Context: an optimization exercise on an open-source flow, tuned for small area. The choices shown serve that exercise and are no tape-out recipe.
In this exercise RTL edits were held to simulation tests only and were not proved equivalent to the original.
No activity file was given, so power comes from the tool's default toggle rates.

==> design/flow/design.v <==
package exe_alu_pkg;
    typedef enum logic [4:0] {
        OP_ADD  = 5'h00,
        OP_AND  = 5'h01,
        OP_OR   = 5'h02,
        OP_XOR  = 5'h03,
        OP_SLL  = 5'h04,
        OP_SRL  = 5'h05,
        OP_SRA  = 5'h06,
        OP_SUB  = 5'h10,
        OP_SLT  = 5'h17,
        OP_SLTU = 5'h18
    } alu_op_e;
    typedef struct packed {
        logic n;
        logic z;
        logic c;
        logic v;
    } alu_flags_t;
    typedef struct packed {
        logic [32-1:0] a;
        logic [32-1:0] b;
        logic [4:0]             op;    
    } alu_req_t;
endpackage
package exe_apb_pkg;
    typedef struct packed {
        logic [8-1:0] paddr;
        logic                   psel;
        logic                   penable;
        logic                   pwrite;
        logic [32-1:0] pwdata;
    } apb_req_t;
    typedef struct packed {
        logic [32-1:0] prdata;
        logic                   pready;
        logic                   pslverr;
    } apb_rsp_t;
    typedef enum logic [1:0] {
        ST_IDLE   = 2'd0,
        ST_SETUP  = 2'd1,
        ST_ACCESS = 2'd2
    } apb_state_e;
endpackage
`timescale 1ns/1ps
module exe_bk_adder (
    input  logic [32-1:0] i_a,
    input  logic [32-1:0] i_b,
    input  logic                   i_cin,
    output logic [32-1:0] o_sum,
    output logic [32-1:0] o_p,
    output logic [32-1:0] o_g,
    output logic                   o_c31,    
    output logic                   o_c32     
);
    localparam int W = 32;
    localparam int L = $clog2(W);
    logic [W-1:0] p, g;
    assign p   = i_a ^ i_b;
    assign g   = i_a & i_b;
    assign o_p = p;
    assign o_g = g;
    logic [W-1:0] gg [0:2*L];
    logic [W-1:0] pp [0:2*L];
    always_comb begin
        gg[0]    = g;
        pp[0]    = p;
        gg[0][0] = g[0] | (p[0] & i_cin);
        for (int l = 1; l <= L; l++) begin
            gg[l] = gg[l-1];
            pp[l] = pp[l-1];
            for (int i = 0; i < W; i++) begin
                if ((i + 1) % (1 << l) == 0) begin
                    gg[l][i] = gg[l-1][i] | (pp[l-1][i] & gg[l-1][i - (1 << (l-1))]);
                    pp[l][i] = pp[l-1][i] & pp[l-1][i - (1 << (l-1))];
                end
            end
        end
        for (int l = L - 1; l >= 1; l--) begin
            gg[2*L-l] = gg[2*L-l-1];
            pp[2*L-l] = pp[2*L-l-1];
            for (int i = 0; i < W; i++) begin
                if ((i + 1) % (1 << l) == (1 << (l-1)) && i >= (1 << l)) begin
                    gg[2*L-l][i] = gg[2*L-l-1][i] | (pp[2*L-l-1][i] & gg[2*L-l-1][i - (1 << (l-1))]);
                    pp[2*L-l][i] = pp[2*L-l-1][i] & pp[2*L-l-1][i - (1 << (l-1))];
                end
            end
        end
    end
    logic [W-1:0] cout;
    assign cout  = gg[2*L-1];
    assign o_sum = p ^ {cout[W-2:0], i_cin};
    assign o_c31 = cout[W-2];
    assign o_c32 = cout[W-1];
endmodule
`timescale 1ns/1ps
module exe_alu (
    input  logic [32-1:0] i_a,
    input  logic [32-1:0] i_b,
    input  logic [4:0]             i_op,
    input  logic                   i_kill,
    output logic [32-1:0] o_result,
    output logic [3:0]             o_flags     
);
    localparam int W = 32;
    logic         sub;
    logic [W-1:0] bb;
    logic [W-1:0] sum, p, g;
    logic         c31, c32;
    logic         n, z, c, v;
    assign sub = i_op[4];
    assign bb  = i_b ^ {W{sub}};
    exe_bk_adder i_adder (
        .i_a   (i_a),
        .i_b   (bb),
        .i_cin (sub),
        .o_sum (sum),
        .o_p   (p),
        .o_g   (g),
        .o_c31 (c31),
        .o_c32 (c32)
    );
    assign n = sum[W-1];
    assign z = ~|sum;
    assign c = c32;
    assign v = c31 ^ c32;
    assign o_flags = {n, z, c, v} & {4{~i_kill}};
    logic live;
    logic e_sum, e_and, e_or, e_xor, e_sll, e_srl, e_sra, e_slt, e_sltu;
    assign live   = ~i_kill;
    assign e_sum  = live & (i_op[3:0] == 4'h0);     
    assign e_and  = live & (i_op == 5'h01);
    assign e_or   = live & (i_op == 5'h02);
    assign e_xor  = live & (i_op == 5'h03);
    assign e_sll  = live & (i_op == 5'h04);
    assign e_srl  = live & (i_op == 5'h05);
    assign e_sra  = live & (i_op == 5'h06);
    assign e_slt  = live & (i_op == 5'h17);
    assign e_sltu = live & (i_op == 5'h18);
    logic [W-1:0] x;
    logic [W-1:0] st [0:5];
    logic         fill;
    logic [4:0]   sh;
    assign sh   = i_b[4:0];
    assign fill = (i_op[1] & ~i_op[0]) & i_a[W-1];    
    always_comb begin
        for (int i = 0; i < W; i++) x[i] = (i_op[1:0] == 2'b00) ? i_a[W-1-i] : i_a[i];
        st[0] = x;
        for (int k = 0; k < 5; k++) begin
            for (int i = 0; i < W; i++) begin
                if (i + (1 << k) < W) st[k+1][i] = sh[k] ? st[k][i + (1 << k)] : st[k][i];
                else                  st[k+1][i] = sh[k] ? fill : st[k][i];
            end
        end
    end
    always_comb begin
        for (int i = 0; i < W; i++) begin
            o_result[i] = (e_sum & sum[i])
                        | ((e_and | e_or) & g[i])
                        | ((e_xor | e_or) & p[i])
                        | ((e_srl | e_sra) & st[5][i])
                        | (e_sll & st[5][W-1-i]);
        end
        o_result[0] = o_result[0] | (e_slt & (n ^ v)) | (e_sltu & ~c);
    end
endmodule
`timescale 1ns/1ps
module exe_apb_regs (
    input  logic                   i_clk,
    input  logic                   i_reset,
    input  logic [8-1:0] paddr,
    input  logic                   psel,
    input  logic                   penable,
    input  logic                   pwrite,
    input  logic [32-1:0] pwdata,
    output logic [32-1:0] prdata,
    output logic                   pready,
    output logic                   pslverr,
    output logic [32-1:0] o_a,
    output logic [32-1:0] o_b,
    output logic [4:0]             o_op,
    output logic                   o_kill,
    input  logic [32-1:0] i_result,
    input  logic [3:0]             i_flags
);
    localparam int W = 32;
    logic         setup_q;
    logic [W-1:0] rs1_q, rs2_q, imm_q, result_q;
    logic [4:0]   op_q;
    logic         src_q;
    logic [3:0]   flags_q;
    logic         launch_q;
    logic access;
    always_ff @(posedge i_clk) setup_q <= ~i_reset & psel & ~penable;
    assign access = psel & penable & setup_q;
    logic       base_ok;
    logic [2:0] idx;
    logic       s_rs1, s_rs2, s_imm, s_ctrl, s_res, s_flg;
    assign base_ok = (paddr[7:5] == 3'b000) & (paddr[1:0] == 2'b00);
    assign idx     = paddr[4:2];
    assign s_rs1   = base_ok & (idx == 3'd0);
    assign s_rs2   = base_ok & (idx == 3'd1);
    assign s_imm   = base_ok & (idx == 3'd2);
    assign s_ctrl  = base_ok & (idx == 3'd3);
    assign s_res   = base_ok & (idx == 3'd4);
    assign s_flg   = base_ok & (idx == 3'd5);
    logic rw_ok, ro, bad, wr, rd;
    assign rw_ok = base_ok & ~idx[2];
    assign ro    = s_res | s_flg;
    assign bad   = ~(rw_ok | ro) | (ro & pwrite);
    assign wr    = access & pwrite & rw_ok;
    assign rd    = access & ~pwrite & (rw_ok | ro);
    assign pready  = access;
    assign pslverr = access & bad;
    always_comb begin
        prdata = ({W{rd & s_rs1}} & rs1_q)
               | ({W{rd & s_rs2}} & rs2_q)
               | ({W{rd & s_imm}} & imm_q)
               | ({W{rd & s_res}} & result_q);
        prdata[4:0] = prdata[4:0] | ({5{rd & s_ctrl}} & op_q);
        prdata[8] = prdata[8] | (rd & s_ctrl & src_q);
        prdata[3:0] = prdata[3:0] | ({4{rd & s_flg}} & flags_q);
    end
    logic [W-1:0] wd;
    assign wd = pwdata & {W{~i_reset}};
    always_ff @(posedge i_clk) begin
        if (i_reset | (wr & s_rs1)) rs1_q <= wd;
        if (i_reset | (wr & s_rs2)) rs2_q <= wd;
        if (i_reset | (wr & s_imm)) imm_q <= wd;
        if (i_reset | (wr & s_ctrl)) begin
            op_q  <= wd[4:0];
            src_q <= wd[8];
        end
        launch_q <= ~i_reset & wr & s_ctrl;
        if (i_reset | launch_q) begin
            result_q <= i_result;
            flags_q  <= i_flags;
        end
    end
    assign o_a    = rs1_q;
    assign o_b    = src_q ? imm_q : rs2_q;
    assign o_op   = op_q;
    assign o_kill = i_reset;
endmodule
`timescale 1ns/1ps
module exe_apb_alu (
    input  logic                   i_clk,
    input  logic                   i_reset,
    input  logic [8-1:0] paddr,
    input  logic                   psel,
    input  logic                   penable,
    input  logic                   pwrite,
    input  logic [32-1:0] pwdata,
    output logic [32-1:0] prdata,
    output logic                   pready,
    output logic                   pslverr
);
    logic [32-1:0] alu_a, alu_b, alu_result;
    logic [4:0]             alu_op;
    logic                   alu_kill;
    logic [3:0]             alu_flags;
    exe_apb_regs i_regs (
        .i_clk    (i_clk),
        .i_reset  (i_reset),
        .paddr    (paddr),
        .psel     (psel),
        .penable  (penable),
        .pwrite   (pwrite),
        .pwdata   (pwdata),
        .prdata   (prdata),
        .pready   (pready),
        .pslverr  (pslverr),
        .o_a      (alu_a),
        .o_b      (alu_b),
        .o_op     (alu_op),
        .o_kill   (alu_kill),
        .i_result (alu_result),
        .i_flags  (alu_flags)
    );
    exe_alu i_alu (
        .i_a      (alu_a),
        .i_b      (alu_b),
        .i_op     (alu_op),
        .i_kill   (alu_kill),
        .o_result (alu_result),
        .o_flags  (alu_flags)
    );
endmodule
`timescale 1ns/1ps
module exe_apb_alu_top (
    input  logic                   i_clk,
    input  logic                   i_reset,
    input  logic [8-1:0] paddr,
    input  logic                   psel,
    input  logic                   penable,
    input  logic                   pwrite,
    input  logic [32-1:0] pwdata,
    output logic [32-1:0] prdata,
    output logic                   pready,
    output logic                   pslverr
);
    exe_apb_alu i_core (
        .i_clk   (i_clk),
        .i_reset (i_reset),
        .paddr   (paddr),
        .psel    (psel),
        .penable (penable),
        .pwrite  (pwrite),
        .pwdata  (pwdata),
        .prdata  (prdata),
        .pready  (pready),
        .pslverr (pslverr)
    );
endmodule
==> design/flow/run.sh <==
#!/bin/bash
# synth_recipe.tcl (not shown) runs the flow's synth.tcl, then flattens the netlist and writes it again
# the make line also repeats each setting of config.mk as NAME=value (left out here)
make -C /OpenROAD-flow-scripts/flow DESIGN_CONFIG=/design/flow/config.mk WORK_HOME=/design/flow/orfs CLKGATE_MAP_FILE= SYNTH_SCRIPT=/design/flow/synth_recipe.tcl finish
==> design/flow/config.mk <==
export PLATFORM = sky130hd
export DESIGN_NAME = exe_apb_alu_top
export DESIGN_NICKNAME = exe_apb_alu_top
export VERILOG_FILES = /design/flow/design.v
export SDC_FILE = /design/flow/constraint.sdc
export NUM_CORES = 4
export LEC_CHECK = 0
export CAP_MARGIN = 20
export CORE_MARGIN = 2
export CORE_UTILIZATION = 40
export SLEW_MARGIN = 20
==> design/flow/constraint.sdc <==
create_clock -name core_clock -period 6.0 [get_ports {i_clk}]
set_input_delay 1.2000 -clock core_clock [delete_from_list [all_inputs] [get_ports {i_clk}]]
set_output_delay 1.2000 -clock core_clock [all_outputs]
set_load 0.01 [all_outputs]
==> results of run 1 <==
## power by group
group          switching [mW]  leakage, nW  internal (mW)  total, mW
clock network           0.469        0.296          0.666       1.14
logic                   0.793         3.12          0.520       1.31
registers              0.0843         1.38           1.17       1.25
total                    1.35         4.80           2.36       3.70
## cells by family (layout without fill, tap and decap cells)
| group | count (synthesis) | in the layout | synth area share |
|---|---|---|---|
| xor+xnor | 49 | 49 | 0.0395 |
| compound gates | 266 | 266 | 0.174 |
| other cells | 0 | 1 | 0 |
| fa+ha+maj | 48 | 48 | 0.0664 |
| simple gates | 268 | 268 | 0.121 |
| flops | 140 | 140 | 0.385 |
| buf+inv | 103 | 184 | 0.0398 |
| mux | 138 | 138 | 0.174 |
## cell type report
class	count	area, um2
Fill cell	2499	14000
Multi-Input combinational cell	769	6300
Sequential cell	140	4180
Timing Repair Buffer	121	1110
Clock buffer	18	429
Tap cell	341	427
Clock inverter	14	185
Inverter	31	116
Antenna cell	1	2.50
## registers in the layout, summed over array words and instances, names as in the netlist, 4 cells and up
name	flops
i_core.i_regs.rs2_q	32
i_core.i_regs.op_q	5
i_core.i_regs.imm_q	32
i_core.i_regs.flags_q	4
i_core.i_regs.rs1_q	32
i_core.i_regs.result_q	32
## layer usage
layer / up-vias / share of wire / GRT usage
met5: - / 0.00029 / 0
met4: 2 / 0.033 / 0.100
met3: 55 / 0.075 / 0.0498
met2: 405 / 0.47 / 0.430
met1: 4648 / 0.43 / 0.372
li1: 4102 / - / -
## synth_stat cells, drive strengths merged (9+ instances only)
library cell | instances | area, um2
a211oi | 9 | 67.6
fa | 16 | 320
a21o | 13 | 97.6
xnor2 | 39 | 342
inv | 31 | 116
buf | 22 | 128
o221ai | 17 | 149
a31oi | 12 | 75.1
nand2 | 96 | 360
xor2 | 10 | 87.6
nor3 | 14 | 75.1
clkbuf | 50 | 188
edfxtp | 138 | 4140
nor2 | 57 | 214
o211ai | 10 | 75.1
mux2i | 93 | 946
a221oi | 15 | 131
mux4 | 37 | 845
nor2b | 37 | 231
ha | 32 | 400
a21oi | 44 | 224
o21ai | 33 | 165
a22oi | 58 | 435
## worst min-delay path, stage by stage (launching register included)
cell	delay (ns)
dfxtp_1	0.29
nand3_1	0.12
nor4_1	0.08
and2_1	0.19
nand3_1	0.11
nor2_1	0.04
## metrics by stage
stage	utilization	instance area [um2]	setup slack, ns	hold WS, ns	total power, mW
floorplan	-	10900	1.16	0.785	2.08
global route	0.476	12800	0.0656	0.952	3.84
finish	0.476	12800	0.306	0.876	3.70
CTS	0.476	12800	0.470	0.879	3.68
global placement	0.453	12100	0.598	0.864	2.55
detailed placement	0.453	12100	0.516	0.876	2.55
## worst min path at each step
stage | start | endpoint | slack, ns
after floorplan | i_core.i_regs.rs1_q[18] | i_core.i_regs.result_q[18] | 0.78
after global placement | i_core.i_regs.setup_q | i_core.i_regs.launch_q | 0.86
after detailed placement | i_core.i_regs.setup_q | i_core.i_regs.launch_q | 0.88
after CTS | i_core.i_regs.setup_q | i_core.i_regs.launch_q | 0.88
after global routing | i_core.i_regs.setup_q | i_core.i_regs.launch_q | 0.95
final | i_core.i_regs.setup_q | i_core.i_regs.launch_q | 0.88
==> results.cfg, run 1 <==
[global_routing]
gr-total-overflow = 0
grt_pass1_wl_um = 57100
grt_pass1_vias = 8978
gr-usage-all-layers = 0.271
grt_antenna_before_repair = 2
grt_max_degree = 37

[timing]
slew_viol_final = 0
slew-limit-headroom = 0.318
hold_viol = 0
finClkSkew_ns = 0.0146
worst_slew_pin_slew_ns = 1.02
tns_ns = 0
rsz0062_at_grt = false
fmax_ghz = 0.176
period_minus_slack_ns = 5.69
fin_crit_sh = 0.949
setup_viol = 0

[worst_hold_path]
holdCritPathClass = reg2reg
worstHoldPathCells = 5

[job]
maxCapViolCount = 0

[cts]
post_cts.repair.setup_buffers = 0
cts_tree = yes
numClockSinks = 140
numCtsBuffers = 17
cts_buffer_depth = 2
clk_latency_ns = 0.43
root_buffer = clkbuf_16
htree_levels = 4
cts_hold_repair.buffers = 0
clkSlewWorstSetupHoldPaths_ns = 0.07
ctsResizeCount = 0

[setup_path]
crit_end = i_core.i_regs.flags_q[2]
cp.arrival_ns = 5.99
critPathBufInv = 4
worstRegToRegCells = 21
end_kind = flop
reg2reg_slack_ns = 0.31
critPathMostFrequentCell = buf_4
cp.depth = 21
path_delay_family = compound AO/OA/AOI/OAI gates
cp_slowest_cell = edfxtp_1
critPathKind = reg2reg
cp_cell_sequence = mux2_1 -> nand2_1 -> nand2_1 -> fa_1 -> a211oi_1 -> o211ai_1 -> a32oi_1 -> a21oi_1 -> o21ai_0 -> buf_4 -> a21oi_1 -> o41ai_1 -> buf_4 -> fa_1 -> xor2_1 -> buf_4 -> nand4_1 -> nor4_1 -> nand4_1 -> nor4_1 -> buf_4
cp_max_fo = 7
required_ns = 6.30
r2r-start = i_core.i_regs.src_q
cpPeakStageDelay_ns = 0.66
critPathLaunch = i_core.i_regs.src_q
r2r_end = i_core.i_regs.flags_q[2]
critPathLaunchType = flop

[floorplan]
fp.dieArea_mm2 = 0.0285
die_x_um = 169
rows = 60
start_util = 0.405
io_pins = 79
die_y_um = 169
coreArea_mm2 = 0.0268

[finish]
drive_gt1_frac = 0.128
final_cell_count_no_fill = 1435
layout_commonest_cell = edfxtp_1
areaGrowthSynthToFinish_pct = 17.5
nNetsFinal = 1173
mostFrequentLayoutCells = edfxtp_1 (138), nand2_1 (96), mux2i_1 (87)

[route]
drt.antenna.violating_nets = 0
wirelength_um = 38400
vias = 9212
via_per_inst = 6.42
wl_per_cell_um = 26.8
dr.pass1.iters = 5
drc_errors = 0
drtIter0Drc = 947

[power]
powerDensity_mw_per_mm2 = 290
ir_drop_v = 0.000190
leakagePower_nw = 4.80

[run_status]
status = timing/DRC/antenna clean

[logic_synthesis]
synth_seq_cells = 140
seq_area_frac_synth = 0.385
syn-num-nets = 1105
syn_avg_cell_area_um2 = 10.7
async_reset_ff_frac = 0
ys.warnings.count = 6
synth.distinct_cells = 73
synth_area_mm2 = 0.0109
netlist_instances = 1012
ys.flop_type = edfxtp_1
synth-edff-count = 138

[place]
hpwlAfterDp_um = 29000
dp.cells = 1402
numPortBuffers = 78
place.gp.congestion = 1.00
==> run 2, diff against run 1 <==
==> design/flow/flow/run.sh (new file) <==
#!/bin/bash
# The standard layout, with two changes: the port buffers are the smallest
# buffer (buf_1) rather than the delay buffer buffer_ports picks by default,
# and CTS uses clkbuf_8 and adds no dummy load cells.
set -euo pipefail
export BUFFER_PORTS_ARGS="-buffer_cell sky130_fd_sc_hd__buf_1"
export CTS_ARGS="-sink_clustering_enable -repair_clock_nets -dont_use_dummy_load -buf_list sky130_fd_sc_hd__clkbuf_8"
bash standard.sh synth > synth.log 2>&1
bash standard.sh > layout.log 2>&1
==> design/flow/standard.sh (new file) <==
#!/bin/bash
# synth_recipe.tcl (not shown) runs the flow's synth.tcl, then flattens the netlist and writes it again
# the make line also repeats each setting of config.mk as NAME=value (left out here)
make -C /OpenROAD-flow-scripts/flow DESIGN_CONFIG=/design/flow/config.mk WORK_HOME=/design/flow/orfs CLKGATE_MAP_FILE= SYNTH_SCRIPT=/design/flow/synth_recipe.tcl "${@:-finish}"
--- a/design/flow/config.mk
+++ b/design/flow/config.mk
@@ -6,6 +6,8 @@
 export NUM_CORES = 4
 export LEC_CHECK = 0
-export CAP_MARGIN = 20
+export CAP_MARGIN = 10
 export CORE_MARGIN = 2
 export CORE_UTILIZATION = 40
-export SLEW_MARGIN = 20
+export CTS_BUF_LIST = sky130_fd_sc_hd__clkbuf_4
+export GPL_TIMING_DRIVEN = 0
+export SLEW_MARGIN = 10
removed: design/flow/run.sh
==> run 2 against run 1 <==
  * Still clean
  * Clock skew is 0.020 ns higher
  * Sequential share of layout area increased by 2.2 points
  * Via count grew 2.9%
  * Sequential power hardly changed
  * Worst setup slack got worse by 0.063 ns
  * Cell count grew 1.0%
  * Critical endpoint unchanged
  * Largest power group unchanged
  * Highest routed layer unchanged
==> results.cfg, run 2 <==
[run_status]
status = timing/DRC/antenna clean

[route]
drt.antenna.violating_nets = 0
vias = 9481
drtIter0Drc = 984
drc_errors = 0
via_per_inst = 6.54
wl_per_cell_um = 30.8
wirelength_um = 44700
dr.pass1.iters = 6

[global_routing]
grt_max_degree = 37
gr-total-overflow = 0
grt_pass1_wl_um = 63800
grt_pass1_vias = 9070
gr-usage-all-layers = 0.316
grt_antenna_before_repair = 3

[timing]
slew_viol_final = 0
fmax_ghz = 0.174
setup_viol = 0
slew-limit-headroom = 0.172
finClkSkew_ns = 0.0344
period_minus_slack_ns = 5.76
worst_slew_pin_slew_ns = 1.24
rsz0062_at_grt = false
fin_crit_sh = 0.959
hold_viol = 0

[logic_synthesis]
synth_area_mm2 = 0.0109
async_reset_ff_frac = 0
ys.warnings.count = 6
synth-edff-count = 138
ys.flop_type = edfxtp_1
synth_top_area_cell = edfxtp_1
synth_commonest_cells = edfxtp_1 (138), nand2_1 (96), mux2i_1 (89), a22oi_1 (58), nor2_1 (57)
synth_area_leaders = edfxtp_1 (38%), mux2i_1 (8.2%), mux4_2 (7.1%), a22oi_1 (4.0%), ha_1 (3.7%)
yosysMostFrequentCell = edfxtp_1
syn_avg_cell_area_um2 = 10.7
syn-num-nets = 1105
synth.distinct_cells = 73
synth_top_area_frac = 0.382
seq_area_frac_synth = 0.385
synth_seq_cells = 140
netlist_instances = 1012

[floorplan]
io_pins = 79
start_util = 0.405
coreArea_mm2 = 0.0268
die_x_um = 169
die_y_um = 169
fp.dieArea_mm2 = 0.0285
rows = 60

[setup_path]
cp.depth = 19
required_ns = 6.26
cp_cell_sequence = buf_6 -> mux2i_4 -> clkbuf_2 -> clkbuf_4 -> xnor2_1 -> ha_1 -> o211ai_1 -> o211ai_1 -> a32oi_1 -> a21oi_1 -> o21ai_4 -> a21oi_1 -> o41ai_2 -> fa_2 -> xor2_2 -> nand4_1 -> nor4_1 -> nand4_1 -> nor4_2
critPathLaunch = i_core.i_regs.src_q
r2r-start = i_core.i_regs.src_q
cpPeakStageDelay_ns = 0.51
cp_max_fo = 10
end_kind = flop
reg2reg_slack_ns = 0.24
critPathKind = reg2reg
r2r_end = i_core.i_regs.flags_q[2]
cp_slowest_cell = edfxtp_1
crit_end = i_core.i_regs.flags_q[2]
critPathBufInv = 3
cp.arrival_ns = 6.02
critPathLaunchType = flop
worstRegToRegCells = 19
path_delay_family = compound AO/OA/AOI/OAI gates

[cts]
numClockSinks = 140
htree_levels = 4
clkSlewWorstSetupHoldPaths_ns = 0.09
clk_latency_ns = 0.47
numCtsBuffers = 17
cts_buffer_depth = 2
cts_hold_repair.buffers = 0
cts_tree = yes
root_buffer = clkbuf_8

[place]
hpwlAfterDp_um = 34800
place.gp.congestion = 1.05
numPortBuffers = 76

[power]
pwr-share-clk = 0.187
swShare = 0.398
p_total_mw = 3.17
ir_drop_v = 0.000124
powerDensity_mw_per_mm2 = 265
seqPwrFrac = 0.397
internal-power_mw = 1.91
comb_power_share = 0.416
leakagePower_nw = 4.41
switchingPower_mw = 1.26

[finish]
mostFrequentLayoutCells = edfxtp_1 (138), nand2_1 (96), mux2i_1 (87)
layout_commonest_cell = edfxtp_1
drive_gt1_frac = 0.103
areaGrowthSynthToFinish_pct = 10.2
final_core_util = 0.446
nNetsFinal = 1203

[job]
maxCapViolCount = 0

[worst_hold_path]
holdCritPathClass = reg2reg
## run 2: cell counts after synthesis
No cell type changed its count.
## run 2: metal layers
metal  wire length [um]  GRT usage  vias to the layer above  part of all wire
met2              20000      0.482                      498              0.45
met5                 29          0                        -           0.00065
met4               2000      0.141                        4             0.045
met3               3760     0.0636                      109             0.084
met1              18900      0.437                     4743              0.42
li1                   -          -                     4127                 -
## run 2: worst min-delay path: cells and delay by family, from the launching register on
family / cells / cell delay [ns]
and+or+nand+nor: 5 / 0.53
DFF: 1 / 0.31
## run 2: logic make-up (layout without fill, tap and decap cells)
kind of cell	Yosys count	in the layout	synth area share
other cells	0	1	0
xor+xnor	49	49	0.0395
flops	140	140	0.385
buf+inv	103	199	0.0398
compound gates	266	266	0.174
fa+ha+maj	48	48	0.0664
simple gates	268	268	0.121
mux	138	138	0.174
## run 2: layout make-up
| cell class | instances | area [um2] |
|---|---|---|
| clock buffer | 17 | 234 |
| inverter | 31 | 116 |
| sequential | 140 | 4180 |
| fill | 2518 | 14800 |
| tap | 341 | 427 |
| multi-input combinational | 769 | 6320 |
| buffer | 72 | 348 |
| antenna | 1 | 2.50 |
| timing repair buffer | 79 | 333 |
## run 2: stage by stage
step	setup WS (ns)	area (um2)	TNS (ns)	hold slack, ns	std cells
6_report	0.243	12000	0	0.887	1450
4_1_cts	0.00538	11900	0	0.889	1449
3_3_place_gp	-1.64	11600	-9.47	0.866	1429
5_1_grt	0.0312	12000	0	0.949	1449
3_5_place_dp	-1.58	11600	-9.35	0.871	1431
2_1_floorplan	1.16	10900	0	0.785	1012
## run 2: timing repair
action	CTS	global route
cloned	0	0
buffers inserted	1	0
setup endpoints to repair	16	1
gates resized for setup	32	7
## run 2: how the worst min path moves through the flow
stage                            startpoint                          to  slack (ns)  cells past startpoint
finish                i_core.i_regs.setup_q      i_core.i_regs.launch_q        0.89                      5
global route                        penable       i_core.i_regs.setup_q        0.95                      2
CTS                   i_core.i_regs.setup_q      i_core.i_regs.launch_q        0.89                      5
detailed placement    i_core.i_regs.setup_q      i_core.i_regs.launch_q        0.87                      5
global placement      i_core.i_regs.setup_q      i_core.i_regs.launch_q        0.87                      5
floorplan           i_core.i_regs.rs1_q[18]  i_core.i_regs.result_q[18]        0.78                      3
## run 2: power by group through the flow
stage	Clock, mW	Combinational (mW)	Sequential (mW)
global placement	0	1.27	1.27
global route	0.639	1.39	1.26
floorplan	0	0.853	1.23
finish	0.594	1.32	1.26
detailed placement	0	1.26	1.27
CTS	0.600	1.28	1.25
==> run 3, diff against run 2 <==
--- a/design/flow/design.v
+++ b/design/flow/design.v
@@ -100,4 +100,9 @@
     input  logic [4:0]             i_op,
     input  logic                   i_kill,
+    input  logic [32-1:0] i_res,       
+    input  logic                   i_first,     
+    input  logic                   i_launch,    
+    input  logic [4:0]             i_pass_op,
+    input  logic [4:0]             i_pass_sh,
     output logic [32-1:0] o_result,
     output logic [3:0]             o_flags     
@@ -129,29 +134,44 @@
     logic e_sum, e_and, e_or, e_xor, e_sll, e_srl, e_sra, e_slt, e_sltu;
     assign live   = ~i_kill;
-    assign e_sum  = live & (i_op[3:0] == 4'h0);     
-    assign e_and  = live & (i_op == 5'h01);
-    assign e_or   = live & (i_op == 5'h02);
-    assign e_xor  = live & (i_op == 5'h03);
-    assign e_sll  = live & (i_op == 5'h04);
-    assign e_srl  = live & (i_op == 5'h05);
-    assign e_sra  = live & (i_op == 5'h06);
-    assign e_slt  = live & (i_op == 5'h17);
-    assign e_sltu = live & (i_op == 5'h18);
+    logic lv;
+    assign lv     = live & i_launch & ~i_first;
+    assign e_sum  = lv & (i_op[3:0] == 4'h0);     
+    assign e_and  = lv & (i_op == 5'h01);
+    assign e_or   = lv & (i_op == 5'h02);
+    assign e_xor  = lv & (i_op == 5'h03);
+    assign e_sll  = lv & (i_op == 5'h04);
+    assign e_srl  = lv & (i_op == 5'h05);
+    assign e_sra  = lv & (i_op == 5'h06);
+    assign e_slt  = lv & (i_op == 5'h17);
+    assign e_sltu = lv & (i_op == 5'h18);
     logic [W-1:0] x;
-    logic [W-1:0] st [0:5];
+    logic [W-1:0] st [0:3];
     logic         fill;
-    logic [4:0]   sh;
-    assign sh   = i_b[4:0];
-    assign fill = (i_op[1] & ~i_op[0]) & i_a[W-1];    
+    logic [2:0]   en, en_l, en_r;
+    logic         p_sll;
+    assign p_sll = (i_pass_op == 5'h04);
+    assign fill  = (i_pass_op == 5'h06) & i_a[W-1];
+    assign en[0] = i_first & i_pass_sh[0];
+    assign en[1] = i_first ? i_pass_sh[1] : i_pass_sh[2];
+    assign en[2] = i_first ? i_pass_sh[3] : i_pass_sh[4];
+    assign en_l  = en & {3{p_sll}};
+    assign en_r  = en & {3{~p_sll}};
     always_comb begin
-        for (int i = 0; i < W; i++) x[i] = (i_op[1:0] == 2'b00) ? i_a[W-1-i] : i_a[i];
+        x = i_first ? i_a : i_res;
         st[0] = x;
-        for (int k = 0; k < 5; k++) begin
+        for (int k = 0; k < 3; k++) begin
             for (int i = 0; i < W; i++) begin
-                if (i + (1 << k) < W) st[k+1][i] = sh[k] ? st[k][i + (1 << k)] : st[k][i];
-                else                  st[k+1][i] = sh[k] ? fill : st[k][i];
+                st[k+1][i] = ~en[k] & st[k][i];
+                if (i + ((k == 2) ? 8 : k + 1) < W)
+                    st[k+1][i] = st[k+1][i] | (en_r[k] & st[k][i + ((k == 2) ? 8 : k + 1)]);
+                else
+                    st[k+1][i] = st[k+1][i] | (en_r[k] & fill);
+                if (i - ((k == 2) ? 8 : k + 1) >= 0)
+                    st[k+1][i] = st[k+1][i] | (en_l[k] & st[k][i - ((k == 2) ? 8 : k + 1)]);
             end
         end
     end
+    logic e_pass;
+    assign e_pass = live & (~i_launch | i_first | e_sll | e_srl | e_sra);
     always_comb begin
         for (int i = 0; i < W; i++) begin
@@ -159,6 +179,5 @@
                         | ((e_and | e_or) & g[i])
                         | ((e_xor | e_or) & p[i])
-                        | ((e_srl | e_sra) & st[5][i])
-                        | (e_sll & st[5][W-1-i]);
+                        | (e_pass & st[3][i]);
         end
         o_result[0] = o_result[0] | (e_slt & (n ^ v)) | (e_sltu & ~c);
@@ -181,4 +200,9 @@
     output logic [4:0]             o_op,
     output logic                   o_kill,
+    output logic [32-1:0] o_res,
+    output logic                   o_first,
+    output logic                   o_launch,
+    output logic [4:0]             o_pass_op,
+    output logic [4:0]             o_pass_sh,
     input  logic [32-1:0] i_result,
     input  logic [3:0]             i_flags
@@ -213,8 +237,18 @@
     assign pready  = access;
     assign pslverr = access & bad;
+    logic         rd_rs2_q, rd_imm_q;
+    logic         sel_rs2, sel_imm, b_off;
+    logic [W-1:0] b_sel;
+    always_ff @(posedge i_clk) begin
+        rd_rs2_q <= ~i_reset & psel & ~penable & ~pwrite & s_rs2;
+        rd_imm_q <= ~i_reset & psel & ~penable & ~pwrite & s_imm;
+    end
+    assign sel_rs2 = launch_q ? ~src_q : rd_rs2_q;
+    assign sel_imm = launch_q ?  src_q : rd_imm_q;
+    assign b_sel   = ({W{sel_rs2}} & rs2_q) | ({W{sel_imm}} & imm_q);
+    assign b_off   = launch_q | ~access;
     always_comb begin
         prdata = ({W{rd & s_rs1}} & rs1_q)
-               | ({W{rd & s_rs2}} & rs2_q)
-               | ({W{rd & s_imm}} & imm_q)
+               | ({W{~b_off}} & b_sel)
                | ({W{rd & s_res}} & result_q);
         prdata[4:0] = prdata[4:0] | ({5{rd & s_ctrl}} & op_q);
@@ -233,11 +267,19 @@
         end
         launch_q <= ~i_reset & wr & s_ctrl;
-        if (i_reset | launch_q) begin
-            result_q <= i_result;
-            flags_q  <= i_flags;
-        end
+        if (i_reset | launch_q) flags_q <= i_flags;
+        if (i_reset | first | (wr & s_ctrl) | launch_q) result_q <= i_result;
     end
+    logic first;
+    assign first = psel & ~penable & pwrite & s_ctrl & ~i_reset;
+    logic src_x, fin;
+    assign fin       = launch_q & ~first;
+    assign src_x     = fin ? src_q : pwdata[8];
+    assign o_pass_op = fin ? op_q : pwdata[4:0];
+    assign o_pass_sh = src_x ? imm_q[4:0] : rs2_q[4:0];
+    assign o_first   = first;
+    assign o_launch  = launch_q;
+    assign o_res     = result_q;
     assign o_a    = rs1_q;
-    assign o_b    = src_q ? imm_q : rs2_q;
+    assign o_b    = b_sel;
     assign o_op   = op_q;
     assign o_kill = i_reset;
@@ -260,4 +302,7 @@
     logic                   alu_kill;
     logic [3:0]             alu_flags;
+    logic [32-1:0] res_q;
+    logic                   first, launch;
+    logic [4:0]             pass_op, pass_sh;
     exe_apb_regs i_regs (
         .i_clk    (i_clk),
@@ -275,4 +320,9 @@
         .o_op     (alu_op),
         .o_kill   (alu_kill),
+        .o_res    (res_q),
+        .o_first  (first),
+        .o_launch (launch),
+        .o_pass_op(pass_op),
+        .o_pass_sh(pass_sh),
         .i_result (alu_result),
         .i_flags  (alu_flags)
@@ -283,4 +333,9 @@
         .i_op     (alu_op),
         .i_kill   (alu_kill),
+        .i_res    (res_q),
+        .i_first  (first),
+        .i_launch (launch),
+        .i_pass_op(pass_op),
+        .i_pass_sh(pass_sh),
         .o_result (alu_result),
         .o_flags  (alu_flags)
==> design/flow/flow/run.sh (replaced) <==
#!/bin/bash
# The standard layout, with three changes: ABC maps with an area-recovering
# script (flow/abc.script) in place of ORFS's speed script; the port buffers
# are the smallest buffer (buf_1) rather than the delay buffer buffer_ports
# picks by default; and CTS uses clkbuf_8 and
# adds no dummy load cells. Synthesis is otherwise the standard flow's (synth_recipe.tcl).
set -euo pipefail
here=$PWD
rm -rf "$here/scripts_mod"
cp -r "$FLOW_HOME/scripts" "$here/scripts_mod"
cp "$here/flow/abc.script" "$here/scripts_mod/abc_speed.script"
sed "s#^make -C #make SCRIPTS_DIR=$here/scripts_mod -C #" standard.sh > standard_mod.sh
grep -q "SCRIPTS_DIR=" standard_mod.sh
export BUFFER_PORTS_ARGS="-buffer_cell sky130_fd_sc_hd__buf_1"
export CTS_ARGS="-sink_clustering_enable -repair_clock_nets -dont_use_dummy_load -buf_list sky130_fd_sc_hd__clkbuf_8"
bash standard_mod.sh synth > synth.log 2>&1
bash standard_mod.sh > layout.log 2>&1
==> design/flow/flow/abc.script (new file) <==
strash
&get -n
&fraig -x
&put
scorr
dc2
strash
&get -n
&dch -f
&nf -D 3000
&put
buffer
upsize -D 3000
dnsize -D 3000
stime -p
==> run 3 against run 2 <==
  * Via count decreased by 7.4%
  * Clock skew about the same
  * Non-clock buffer count rose by 17
  * Cell count down 7.0%
  * First-iteration DRC count grew 48%
  * Sequential cell count increased by 2
  * Sequential power about the same
  * Synthesized area down 12%
  * Worst setup slack worse by 0.40 ns
  * Global-route usage down 3.2 points
  * Wire length fell by 19%
  * The layout now fails its checks (negative setup slack)
==> results.cfg, run 3 <==
[run_status]
status = finished with violations
so_faults = negative setup slack

[finish]
final_cell_count_no_fill = 1348
nNetsFinal = 1124
areaGrowthSynthToFinish_pct = 14.4
antenna_cells = 0
drive_gt1_frac = 0.0972
layout_commonest_cell = edfxtp_1
mostFrequentLayoutCells = edfxtp_1 (138), buf_1 (79), nor2_1 (75)

[setup_path]
cpPeakStageDelay_ns = 0.90
end_kind = flop
reg2reg_slack_ns = -0.15
r2r-start = i_core.i_regs.op_q[4]
critPathKind = reg2reg
worstRegToRegCells = 22
cp.arrival_ns = 6.38
critPathLaunchType = flop
required_ns = 6.23
cp_slowest_cell = buf_1
cp_max_fo = 10
cp_cell_sequence = buf_2 -> buf_1 -> xnor2_1 -> ha_1 -> a21o_1 -> a31oi_4 -> o21a_1 -> o21a_1 -> o21a_1 -> o21a_1 -> o21ai_2 -> a31oi_4 -> o21ai_4 -> and3_4 -> a21oi_4 -> o21ai_1 -> inv_1 -> fa_2 -> nand4b_1 -> nor4_2 -> nand3_1 -> nor4_4
critPathMostFrequentCell = o21a_1
r2r_end = i_core.i_regs.flags_q[2]

[floorplan]
start_util = 0.408
coreArea_mm2 = 0.0235
rows = 56
die_y_um = 159
io_pins = 79
die_x_um = 159
fp.dieArea_mm2 = 0.0252

[route]
drtIter0Drc = 1454
wl_per_cell_um = 26.8
dr.pass1.iters = 8
via_per_inst = 6.52
drt.antenna.violating_nets = 0
wirelength_um = 36200
drc_errors = 0
vias = 8784

[power]
seqPwrFrac = 0.500
powerDensity_mw_per_mm2 = 224
switchingPower_uw = 796
swShare = 0.324
internal-power_mw = 1.66
pwr-share-clk = 0.238
leakagePower_nw = 3.93
ir_drop_v = 0.000133
comb_power_share = 0.262

[worst_hold_path]
holdCritStartpoint = i_core.i_regs.launch_q
holdCritPathClass = reg2reg
worstHoldPathCells = 1
worst_hold_path.endpoint = i_core.i_regs.flags_q[1]

[timing]
slew-limit-headroom = 0.103
setup_ws_ns = -0.152
slew_viol_final = 0
rsz0062_at_grt = true
setup_viol = 1
fmax_ghz = 0.163
tns_ns = -0.152
period_minus_slack_ns = 6.15
fin_crit_sh = 1.03
worst_slew_pin_slew_ns = 1.33
finClkSkew_ns = 0.0342
hold_viol = 0
whs_ns = 0.757

[cts]
clk_latency_ns = 0.46
clkSlewWorstSetupHoldPaths_ns = 0.07
cts_tree = yes
cts_buffer_depth = 2
numClockSinks = 142
htree_levels = 4
root_buffer = clkbuf_8
numCtsBuffers = 17

[logic_synthesis]
ys.flop_type = edfxtp_1
synth-edff-count = 138
synth_seq_cells = 142
syn_avg_cell_area_um2 = 10.5
syn-num-nets = 1001
async_reset_ff_frac = 0
netlist_instances = 908
ys.warnings.count = 6
synth_top_area_cell = edfxtp_1
synth_area_mm2 = 0.00958
synth_commonest_cells = edfxtp_1 (138), nor2_1 (76), nand2_1 (62), o21ai_0 (60), clkbuf_1 (47)
synth.distinct_cells = 62
synth_area_leaders = edfxtp_1 (43%), a222oi_1 (4.6%), ha_1 (4.2%), xnor2_1 (3.8%), mux2i_1 (3.6%)
seq_area_frac_synth = 0.441
synth_top_area_frac = 0.433
yosysMostFrequentCell = edfxtp_1

[place]
place.gp.congestion = 0.993
numPortBuffers = 77
dp.cells = 1309
hpwlAfterDp_um = 27000

[global_routing]
gr-total-overflow = 0
gr-usage-all-layers = 0.284
grt_max_degree = 30
grt_pass1_wl_um = 53600
grt_pass1_vias = 8500
grt_antenna_before_repair = 0

[job]
maxCapViolCount = 0
[run 3: cell types whose count changed after synthesis, sizes merged, moves of 21 or more]
cell	delta
a21oi	-21
o22a	+33
a222oi	+42
a221o	+25
nand2	-33
mux4	-37
mux2i	-58
nor2	+21
o21ai	+33
[run 3: stage by stage]
stage	area [um2]	total power [mW]	utilization	setup WS, ns
final	11000	2.46	0.467	-0.152
after detailed placement	10400	1.82	0.441	-2.06
after CTS	10900	2.44	0.466	0.0136
after global routing	11000	2.55	0.467	-0.295
after global placement	10300	1.81	0.437	-2.19
after floorplan	9580	1.61	-	0.155
[run 3: final cells by class]
type	instances	area [um2]
Buffer	64	300
Clock buffer	17	234
Fill cell	2255	12500
Inverter	32	120
Multi-Input combinational cell	670	5130
Sequential cell	142	4230
Tap cell	319	399
Timing Repair Buffer	104	544
[run 3: metal layers]
metal	global-route usage	up-vias	share of wire
met2	0.420	550	0.43
met3	0.0515	86	0.095
met4	0.138	0	0.048
met5	0	-	0
li1	-	3826	-
met1	0.401	4322	0.43
[run 3: timing repair]
action / in CTS / in global routing
hold buffers: 0 / 0
resized for setup: 46 / 1
pin swaps: 29 / 0
setup buffers: 22 / 0
setup endpoints to repair: 18 / 1
[run 3: how the worst max path moves through the flow]
stage	start	endpoint	slack [ns]	cells after the start
floorplan	i_core.i_regs.launch_q	i_core.i_regs.flags_q[2]	0.15	27
global placement	i_core.i_regs.launch_q	i_core.i_regs.flags_q[2]	-2.19	29
detailed placement	i_core.i_regs.launch_q	i_core.i_regs.flags_q[2]	-2.06	28
CTS	i_core.i_regs.src_q	i_core.i_regs.flags_q[2]	0.01	28
global route	i_core.i_regs.src_q	i_core.i_regs.flags_q[2]	-0.29	28
finish	i_core.i_regs.op_q[4]	i_core.i_regs.flags_q[2]	-0.15	22
[run 3: cells by family after synthesis]
group	synth area share
adder cells (fa/ha/maj)	0.0753
AND/OR/NAND/NOR	0.114
AO/OA/AOI/OAI	0.245
flip-flops	0.441
buffers and inverters	0.0397
XOR/XNOR	0.0439
multiplexers	0.0405
[run 3: critical path: cells and delay by family, from the launching register on]
| kind | cells | cell delay (ns) |
|---|---|---|
| xor gates and xnor gates | 1 | 0.21 |
| and+or+nand+nor | 5 | 1.18 |
| DFF | 1 | 0.40 |
| buffers and inverters | 3 | 1.35 |
| adders and majority gates | 2 | 0.99 |
| AOI/OAI and AO/OA | 11 | 1.79 |
[run 3: power by group through the flow]
stage	registers, mW	clock network [mW]	logic [mW]
2_1_floorplan	1.23	0	0.381
3_3_place_gp	1.25	0	0.566
3_5_place_dp	1.25	0	0.570
4_1_cts	1.23	0.592	0.620
5_1_grt	1.24	0.625	0.689
6_report	1.23	0.585	0.645
==> run 4, diff against run 3 <==
--- a/design/flow/flow/run.sh
+++ b/design/flow/flow/run.sh
@@ -1,8 +1,11 @@
 #!/bin/bash
-# The standard layout, with three changes: ABC maps with an area-recovering
-# script (flow/abc.script) in place of ORFS's speed script; the port buffers
-# are the smallest buffer (buf_1) rather than the delay buffer buffer_ports
-# picks by default; and CTS uses clkbuf_8 and
-# adds no dummy load cells. Synthesis is otherwise the standard flow's (synth_recipe.tcl).
+# The standard layout (standard.sh), with these changes:
+#  - ABC maps with flow/abc.script in place of ORFS's speed script (the rest
+#    of synthesis is the standard flow's own synth_recipe.tcl, so registers keep their names);
+#  - the port buffers are the smallest buffer, buf_1, rather than the delay
+#    buffer buffer_ports picks by default (every port still gets one);
+#  - CTS uses clkbuf_8 and inserts no dummy load cells.
+# Each tool's output goes to synth.log and layout.log here, and ORFS's own
+# per-step logs under orfs/logs.
 set -euo pipefail
 here=$PWD
--- a/design/flow/config.mk
+++ b/design/flow/config.mk
@@ -9,5 +9,4 @@
 export CORE_MARGIN = 2
 export CORE_UTILIZATION = 40
-export CTS_BUF_LIST = sky130_fd_sc_hd__clkbuf_4
-export GPL_TIMING_DRIVEN = 0
+export GPL_TIMING_DRIVEN = 1
 export SLEW_MARGIN = 10
==> run 4 against run 3 <==
  * Now clean on timing, DRC and antenna
  * Global-route usage shrank 4.1 points
  * Worst hold slack gained 0.033 ns
  * Clock-buffer cell count did not move
  * Power down 2.4%
  * Synthesized cell count unchanged
  * First-iteration DRC count decreased by 36%
  * Clock skew is 0.0047 ns lower
  * Register-to-register slack improved by 0.40 ns
  * Non-clock buffer count decreased by 31
  * Maximum frequency rose by 7.0%
  * Highest routed layer unchanged
==> results.cfg, run 4 <==
[timing]
setup_viol = 0
slew_viol_final = 0
period_minus_slack_ns = 5.75
hold_viol = 0
slew-limit-headroom = 0.293
rsz0062_at_grt = false
fmax_ghz = 0.174
fin_crit_sh = 0.958
worst_slew_pin_slew_ns = 1.06
setup_ws_ns = 0.252
finClkSkew_ns = 0.0295

[floorplan]
die_y_um = 159
fp.dieArea_mm2 = 0.0252
coreArea_mm2 = 0.0235
io_pins = 79
rows = 56
die_x_um = 159
start_util = 0.408

[logic_synthesis]
seq_area_frac_synth = 0.441
synth_area_leaders = edfxtp_1 (43%), a222oi_1 (4.6%), ha_1 (4.2%), xnor2_1 (3.8%), mux2i_1 (3.6%)
yosysMostFrequentCell = edfxtp_1
synth-edff-count = 138
synth.distinct_cells = 62
synth_seq_cells = 142
syn-num-nets = 1001
syn_avg_cell_area_um2 = 10.5
async_reset_ff_frac = 0
synth_top_area_cell = edfxtp_1
netlist_instances = 908
ys.flop_type = edfxtp_1
synth_commonest_cells = edfxtp_1 (138), nor2_1 (76), nand2_1 (62), o21ai_0 (60), clkbuf_1 (47)
synth_area_mm2 = 0.00958
synth_top_area_frac = 0.433
ys.warnings.count = 6

[cts]
root_buffer = clkbuf_8
numCtsBuffers = 17
clk_latency_ns = 0.45
htree_levels = 4
cts_tree = yes
clkSlewWorstSetupHoldPaths_ns = 0.07
cts_buffer_depth = 2
numClockSinks = 142

[route]
drt.antenna.violating_nets = 0
wl_per_cell_um = 23.3
via_per_inst = 6.20
wirelength_um = 30700
drtIter0Drc = 935
dr.pass1.iters = 8
vias = 8167
drc_errors = 0

[run_status]
status = timing/DRC/antenna clean

[place]
dp.cells = 1297
numPortBuffers = 78
hpwlAfterDp_um = 22300
pre_cts_ws_ns = -0.172
place.gp.congestion = 0.966

[global_routing]
grt_pass1_vias = 7998
grt_max_degree = 46
grt_antenna_before_repair = 0
grt_pass1_wl_um = 47500
gr-total-overflow = 0
gr-usage-all-layers = 0.243

[finish]
areaGrowthSynthToFinish_pct = 12.7
antenna_cells = 0
final_cell_count_no_fill = 1317
seq_area_mm2 = 0.00422
fillers = 2268
nNetsFinal = 1093
layout_commonest_cell = edfxtp_1
multiInputGateArea_mm2 = 0.00508
drive_gt1_frac = 0.111
final_core_util = 0.460
mostFrequentLayoutCells = edfxtp_1 (138), buf_1 (77), nor2_1 (75)

[setup_path]
cp_max_fo = 7
required_ns = 6.24
cpPeakStageDelay_ns = 0.41
critPathKind = reg2reg
cp_slowest_cell = fa_1
end_kind = flop
critPathLaunchType = flop
cp.arrival_ns = 5.99

[worst_hold_path]
holdCritPathClass = reg2reg

[power]
ir_drop_v = 0.000125
p_total_mw = 2.40
leakagePower_nw = 3.92
powerDensity_mw_per_mm2 = 222

[job]
maxCapViolCount = 0
run 4: cell counts after synthesis:
No cell type changed its count.
run 4: cell families after synthesis:
group                    count (synthesis)  share of synthesized area
AO/OA/AOI/OAI                          310                      0.245
XOR/XNOR                                48                     0.0439
adder cells (fa/ha/maj)                 48                     0.0753
buffers and inverters                   96                     0.0397
flip-flops                             142                      0.441
multiplexers                            38                     0.0405
AND/OR/NAND/NOR                        226                      0.114
run 4: stage by stage:
| step | area [um2] | hold WS (ns) | TNS, ns |
|---|---|---|---|
| 5_1_grt | 10800 | 0.837 | 0 |
| 6_report | 10800 | 0.790 | 0 |
| 2_1_floorplan | 9580 | 0.685 | 0 |
| 4_1_cts | 10700 | 0.795 | 0 |
| 3_5_place_dp | 10500 | 0.804 | -0.172 |
| 3_3_place_gp | 10500 | 0.793 | 0 |
run 4: worst paths after layout:
kind / startpoint / to / slack [ns] / cells past startpoint
max: i_core.i_regs.launch_q / i_core.i_regs.flags_q[2] / 0.25 / 27
min: i_core.i_regs.rs1_q[29] / i_core.i_regs.result_q[29] / 0.79 / 3
max reg2reg: i_core.i_regs.launch_q / i_core.i_regs.flags_q[2] / 0.25 / 27
min reg2reg: i_core.i_regs.rs1_q[29] / i_core.i_regs.result_q[29] / 0.79 / 3
run 4: repair_timing:
item | CTS | global route
gates cloned | 0 | 0
pin swaps | 1 | 8
gates resized for setup | 9 | 5
hold buffers | 0 | 0
setup endpoints to repair | 1 | 2
setup buffers | 0 | 3
run 4: final cells by class:
type / instances / area share
clock buffer: 17 / 0.0217
sequential: 142 / 0.391
tap: 319 / 0.0370
multi-input combinational: 670 / 0.471
inverter: 32 / 0.0111
timing repair buffer: 137 / 0.0683
run 4: report_power, final:
group | switching (mW) | internal, mW
Clock | 0.322 | 0.250
Combinational | 0.372 | 0.230
Sequential | 0.0486 | 1.18
run 4: layer usage:
metal,share of wire,global-route usage
met3,0.068,0.0376
met5,0,0
met1,0.45,0.341
met2,0.46,0.383
met4,0.028,0.0830
run 4: critical path, delay by kind of cell, from the launching register on:
kind	cells	cell delay, ns
and+or+nand+nor	5	1.16
muxes	1	0.38
buffers and inverters	1	0.17
DFF	1	0.31
AOI/OAI and AO/OA	17	2.81
adders and majority gates	2	0.62
xor gates and xnor gates	1	0.10
==> run 5, diff against run 4 <==
--- a/design/flow/design.v
+++ b/design/flow/design.v
@@ -99,5 +99,6 @@
     input  logic [32-1:0] i_b,
     input  logic [4:0]             i_op,
-    input  logic                   i_kill,
+    input  logic                   i_ld_res,    
+    input  logic                   i_ld_flg,    
     input  logic [32-1:0] i_res,       
     input  logic                   i_first,     
@@ -130,8 +131,8 @@
     assign c = c32;
     assign v = c31 ^ c32;
-    assign o_flags = {n, z, c, v} & {4{~i_kill}};
+    assign o_flags = {n, z, c, v} & {4{i_ld_flg}};
     logic live;
     logic e_sum, e_and, e_or, e_xor, e_sll, e_srl, e_sra, e_slt, e_sltu;
-    assign live   = ~i_kill;
+    assign live   = i_ld_res;
     logic lv;
     assign lv     = live & i_launch & ~i_first;
@@ -199,5 +200,6 @@
     output logic [32-1:0] o_b,
     output logic [4:0]             o_op,
-    output logic                   o_kill,
+    output logic                   o_ld_res,
+    output logic                   o_ld_flg,
     output logic [32-1:0] o_res,
     output logic                   o_first,
@@ -256,20 +258,30 @@
         prdata[3:0] = prdata[3:0] | ({4{rd & s_flg}} & flags_q);
     end
-    logic [W-1:0] wd;
-    assign wd = pwdata & {W{~i_reset}};
-    always_ff @(posedge i_clk) begin
-        if (i_reset | (wr & s_rs1)) rs1_q <= wd;
-        if (i_reset | (wr & s_rs2)) rs2_q <= wd;
-        if (i_reset | (wr & s_imm)) imm_q <= wd;
-        if (i_reset | (wr & s_ctrl)) begin
-            op_q  <= wd[4:0];
-            src_q <= wd[8];
-        end
-        launch_q <= ~i_reset & wr & s_ctrl;
-        if (i_reset | launch_q) flags_q <= i_flags;
-        if (i_reset | first | (wr & s_ctrl) | launch_q) result_q <= i_result;
-    end
     logic first;
     assign first = psel & ~penable & pwrite & s_ctrl & ~i_reset;
+    logic ld_rs1, ld_rs2, ld_imm, ld_ctrl, ld_res, ld_flg;
+    logic kp_rs1, kp_rs2, kp_imm, kp_ctrl, kp_res, kp_flg;
+    assign ld_rs1  = ~i_reset & wr & s_rs1;
+    assign ld_rs2  = ~i_reset & wr & s_rs2;
+    assign ld_imm  = ~i_reset & wr & s_imm;
+    assign ld_ctrl = ~i_reset & wr & s_ctrl;
+    assign kp_rs1  = ~i_reset & ~(wr & s_rs1);
+    assign kp_rs2  = ~i_reset & ~(wr & s_rs2);
+    assign kp_imm  = ~i_reset & ~(wr & s_imm);
+    assign kp_ctrl = ~i_reset & ~(wr & s_ctrl);
+    assign ld_res  = ~i_reset & (first | (wr & s_ctrl) | launch_q);
+    assign kp_res  = ~i_reset & ~(first | (wr & s_ctrl) | launch_q);
+    assign ld_flg  = ~i_reset & launch_q;
+    assign kp_flg  = ~i_reset & ~launch_q;
+    always_ff @(posedge i_clk) begin
+        rs1_q    <= ({W{ld_rs1}} & pwdata) | ({W{kp_rs1}} & rs1_q);
+        rs2_q    <= ({W{ld_rs2}} & pwdata) | ({W{kp_rs2}} & rs2_q);
+        imm_q    <= ({W{ld_imm}} & pwdata) | ({W{kp_imm}} & imm_q);
+        op_q     <= ({5{ld_ctrl}} & pwdata[4:0]) | ({5{kp_ctrl}} & op_q);
+        src_q    <= (ld_ctrl & pwdata[8]) | (kp_ctrl & src_q);
+        launch_q <= ld_ctrl;
+        flags_q  <= i_flags | ({4{kp_flg}} & flags_q);
+        result_q <= i_result | ({W{kp_res}} & result_q);
+    end
     logic src_x, fin;
     assign fin       = launch_q & ~first;
@@ -283,5 +295,6 @@
     assign o_b    = b_sel;
     assign o_op   = op_q;
-    assign o_kill = i_reset;
+    assign o_ld_res = ld_res;
+    assign o_ld_flg = ld_flg;
 endmodule
 `timescale 1ns/1ps
@@ -300,5 +313,5 @@
     logic [32-1:0] alu_a, alu_b, alu_result;
     logic [4:0]             alu_op;
-    logic                   alu_kill;
+    logic                   alu_ld_res, alu_ld_flg;
     logic [3:0]             alu_flags;
     logic [32-1:0] res_q;
@@ -319,5 +332,6 @@
         .o_b      (alu_b),
         .o_op     (alu_op),
-        .o_kill   (alu_kill),
+        .o_ld_res (alu_ld_res),
+        .o_ld_flg (alu_ld_flg),
         .o_res    (res_q),
         .o_first  (first),
@@ -332,5 +346,6 @@
         .i_b      (alu_b),
         .i_op     (alu_op),
-        .i_kill   (alu_kill),
+        .i_ld_res (alu_ld_res),
+        .i_ld_flg (alu_ld_flg),
         .i_res    (res_q),
         .i_first  (first),
==> design/flow/flow/abc.script (replaced) <==
strash
&get -n
&nf
&put
stime -p
==> run 5 against run 4 <==
  * Clock skew down 0.0042 ns
  * Synthesized cell count is 4.8% higher
  * Maximum frequency up 5.2%
  * Still clean
  * Sequential power down 23%
  * Largest cell class unchanged
  * First-iteration DRC count increased by 38%
  * Largest power group unchanged
  * Via count increased by 13%
  * Sequential cell count stayed put
  * Worst setup slack improved by 0.29 ns
==> results.cfg, run 5 <==
[cts]
ctsResizeCount = 0
cts_tree = yes
numClockSinks = 142
cts_hold_repair.buffers = 0
root_buffer = clkbuf_8
clk_latency_ns = 0.47
clkSlewWorstSetupHoldPaths_ns = 0.08
numCtsBuffers = 17
htree_levels = 4
post_cts.repair.setup_buffers = 0
cts_buffer_depth = 2

[logic_synthesis]
synth-edff-count = 0
synth_area_leaders = dfxtp_1 (32%), a22o_1 (10%), a222oi_1 (6.7%), ha_1 (4.5%), a221o_1 (4.0%)
synth_area_mm2 = 0.00894
ys.warnings.count = 6
synth_top_area_frac = 0.318
synth_seq_cells = 142
netlist_instances = 952
seq_area_frac_synth = 0.318
synth_top_area_cell = dfxtp_1
syn-num-nets = 1045
yosysMostFrequentCell = dfxtp_1
syn_avg_cell_area_um2 = 9.39
synth_commonest_cells = dfxtp_1 (142), a22o_1 (103), nor2_1 (82), nand2_1 (75), a222oi_1 (60)
async_reset_ff_frac = 0
synth.distinct_cells = 49
ys.flop_type = dfxtp_1

[timing]
rsz0062_at_grt = false
slew-limit-headroom = 0.178
fin_crit_sh = 0.910
whs_ns = 0.474
worst_slew_pin_slew_ns = 1.23
finClkSkew_ns = 0.0252
setup_ws_ns = 0.538
hold_viol = 0
tns_ns = 0
period_minus_slack_ns = 5.46
setup_viol = 0
fmax_ghz = 0.183
slew_viol_final = 0

[floorplan]
io_pins = 79
fp.dieArea_mm2 = 0.0236
rows = 54
die_x_um = 154
die_y_um = 154
coreArea_mm2 = 0.0219
start_util = 0.408

[power]
p_total_mw = 1.59
powerDensity_mw_per_mm2 = 156
ir_drop_v = 0.000110
leakagePower_nw = 3.85

[route]
drt.antenna.violating_nets = 0
via_per_inst = 6.74
wirelength_um = 32200
vias = 9228
wl_per_cell_um = 23.5
dr.pass1.iters = 8
drc_errors = 0
drtIter0Drc = 1289

[finish]
drive_gt1_frac = 0.0718
areaGrowthSynthToFinish_pct = 14.0
nNetsFinal = 1182
layout_commonest_cell = dfxtp_1
mostFrequentLayoutCells = dfxtp_1 (141), a22o_1 (103), buf_1 (78)
fillers = 2180

[global_routing]
grt_pass1_wl_um = 50400
gr-total-overflow = 0
grt_max_degree = 34
grt_pass1_vias = 8605
grt_antenna_before_repair = 1
gr-usage-all-layers = 0.269

[job]
maxCapViolCount = 0

[setup_path]
r2r_end = i_core.i_regs.flags_q[2]
r2r-start = i_core.i_regs.launch_q
critPathLaunchType = flop
critPathKind = reg2reg
worstRegToRegCells = 19
cp.arrival_ns = 5.87
reg2reg_slack_ns = 0.54
required_ns = 6.41
end_kind = flop
cp_max_fo = 21

[worst_hold_path]
holdCritPathClass = reg2reg
worstHoldPathCells = 2
holdCritStartpoint = i_core.i_regs.flags_q[1]
worst_hold_path.endpoint = i_core.i_regs.flags_q[1]

[run_status]
status = timing/DRC/antenna clean

[place]
hpwlAfterDp_um = 22900
pre_cts_ws_ns = 0.589
place.gp.congestion = 0.962
numPortBuffers = 78
## run 5: changes by cell type after synthesis, moves of 13 or more
cell,change
inv_1,-32
o22a_1,-33
o221ai_1,+30
clkbuf_1,-47
a222oi_1,+16
a21o_1,+25
edfxtp_1,-138
a22o_1,+101
nor2b_1,-34
dfxtp_1,+138
o21ai_0,-31
nand3_1,+32
nand2_1,+13
clkinv_1,+25
## run 5: worst max-delay path by stage
stage,from,endpoint,cells after the start
2_1_floorplan,paddr[2],i_core.i_regs.result_q[0],8
3_3_place_gp,paddr[4],i_core.i_regs.result_q[12],15
3_5_place_dp,i_core.i_regs.launch_q,i_core.i_regs.flags_q[2],19
4_1_cts,i_core.i_regs.launch_q,i_core.i_regs.flags_q[2],19
5_1_grt,i_core.i_regs.launch_q,i_core.i_regs.flags_q[2],19
6_report,i_core.i_regs.launch_q,i_core.i_regs.flags_q[2],19
## run 5: logic make-up after synthesis
family / count (synthesis) / synth area share
AO/OA/AOI/OAI: 396 / 0.363
multiplexers: 42 / 0.0504
AND/OR/NAND/NOR: 249 / 0.128
buffers and inverters: 25 / 0.0105
XOR/XNOR: 50 / 0.0490
flip-flops: 142 / 0.318
adder cells (fa/ha/maj): 48 / 0.0806
## run 5: cell type report
cell class | instances | area, um2 | share of cell area
antenna | 2 | 5.00 | 0.000491
clock buffer | 17 | 234 | 0.0230
inverter | 25 | 93.8 | 0.00920
multi-input combinational | 785 | 6070 | 0.596
sequential | 142 | 2840 | 0.279
tap | 280 | 350 | 0.0344
timing repair buffer | 118 | 593 | 0.0582
## run 5: routing by layer
metal	up-vias	GRT usage	wire (um)
li1	4233	-	-
met1	4503	0.383	15000
met2	442	0.397	13800
met3	50	0.0676	2700
met4	0	0.0865	710
met5	-	0	0
## run 5: metrics by stage
stage,cell area (um2),std cells,utilization
floorplan,8950,952,-
global placement,9960,1350,0.455
detailed placement,9960,1350,0.455
CTS,10200,1367,0.465
global route,10200,1367,0.465
finish,10200,1369,0.466
## run 5: critical path, stage by stage, from the launching register on
cell      delay (ns)
dfxtp_1         0.51
mux2_1          0.73
a22oi_1         0.47
mux2_1          0.38
fa_1            0.45
a31oi_1         0.43
o31a_1          0.28
o41ai_1         0.09
buf_4           0.17
a21boi_0        0.18
buf_4           0.15
nor2_1          0.04
nor2_1          0.17
o21a_1          0.18
fa_1            0.25
xnor2_1         0.09
or4_1           0.41
nand4b_1        0.18
nor2_1          0.13
a22o_1          0.13
## run 5: where the power goes
part	internal [mW]	switching [mW]	leakage [nW]
sequential	0.942	0.0000643	1.14
combinational	0.0134	0.0432	2.58
clock	0.250	0.343	0.122

-- port drivers added, routing unchanged --
How much do the figures lean on ideal ports? The routed layouts below were timed once more, with nothing changed but the port constraints.
Step 1, drivers: a clkbuf_16 drives i_clk and a buf_2 each remaining input, both assumed.
Step 2, shift: input delay + t, output delay - t, t = (earliest + latest rising clock arrival at the registers) / 2. This alone moves slack from input paths to output paths.
Slacks: ideal ports / drivers / drivers and shift; pairs: ideal ports / drivers.
run	t (ns)	slack for setup (ns)	worst setup path after step 2
run 1	0.476	0.306 / 0.306 / 0.306	register to register
run 2	0.500	0.243 / 0.243 / 0.243	register to register
run 3	0.489	-0.152 / -0.152 / -0.338	input to register
run 4	0.473	0.252 / 0.252 / 0.252	register to register
run 5	0.496	0.538 / 0.538 / 0.511	input to register
The setup slack of run 3, which loses most, moves by 0.000 ns with the drivers and by -0.186 ns with both steps.
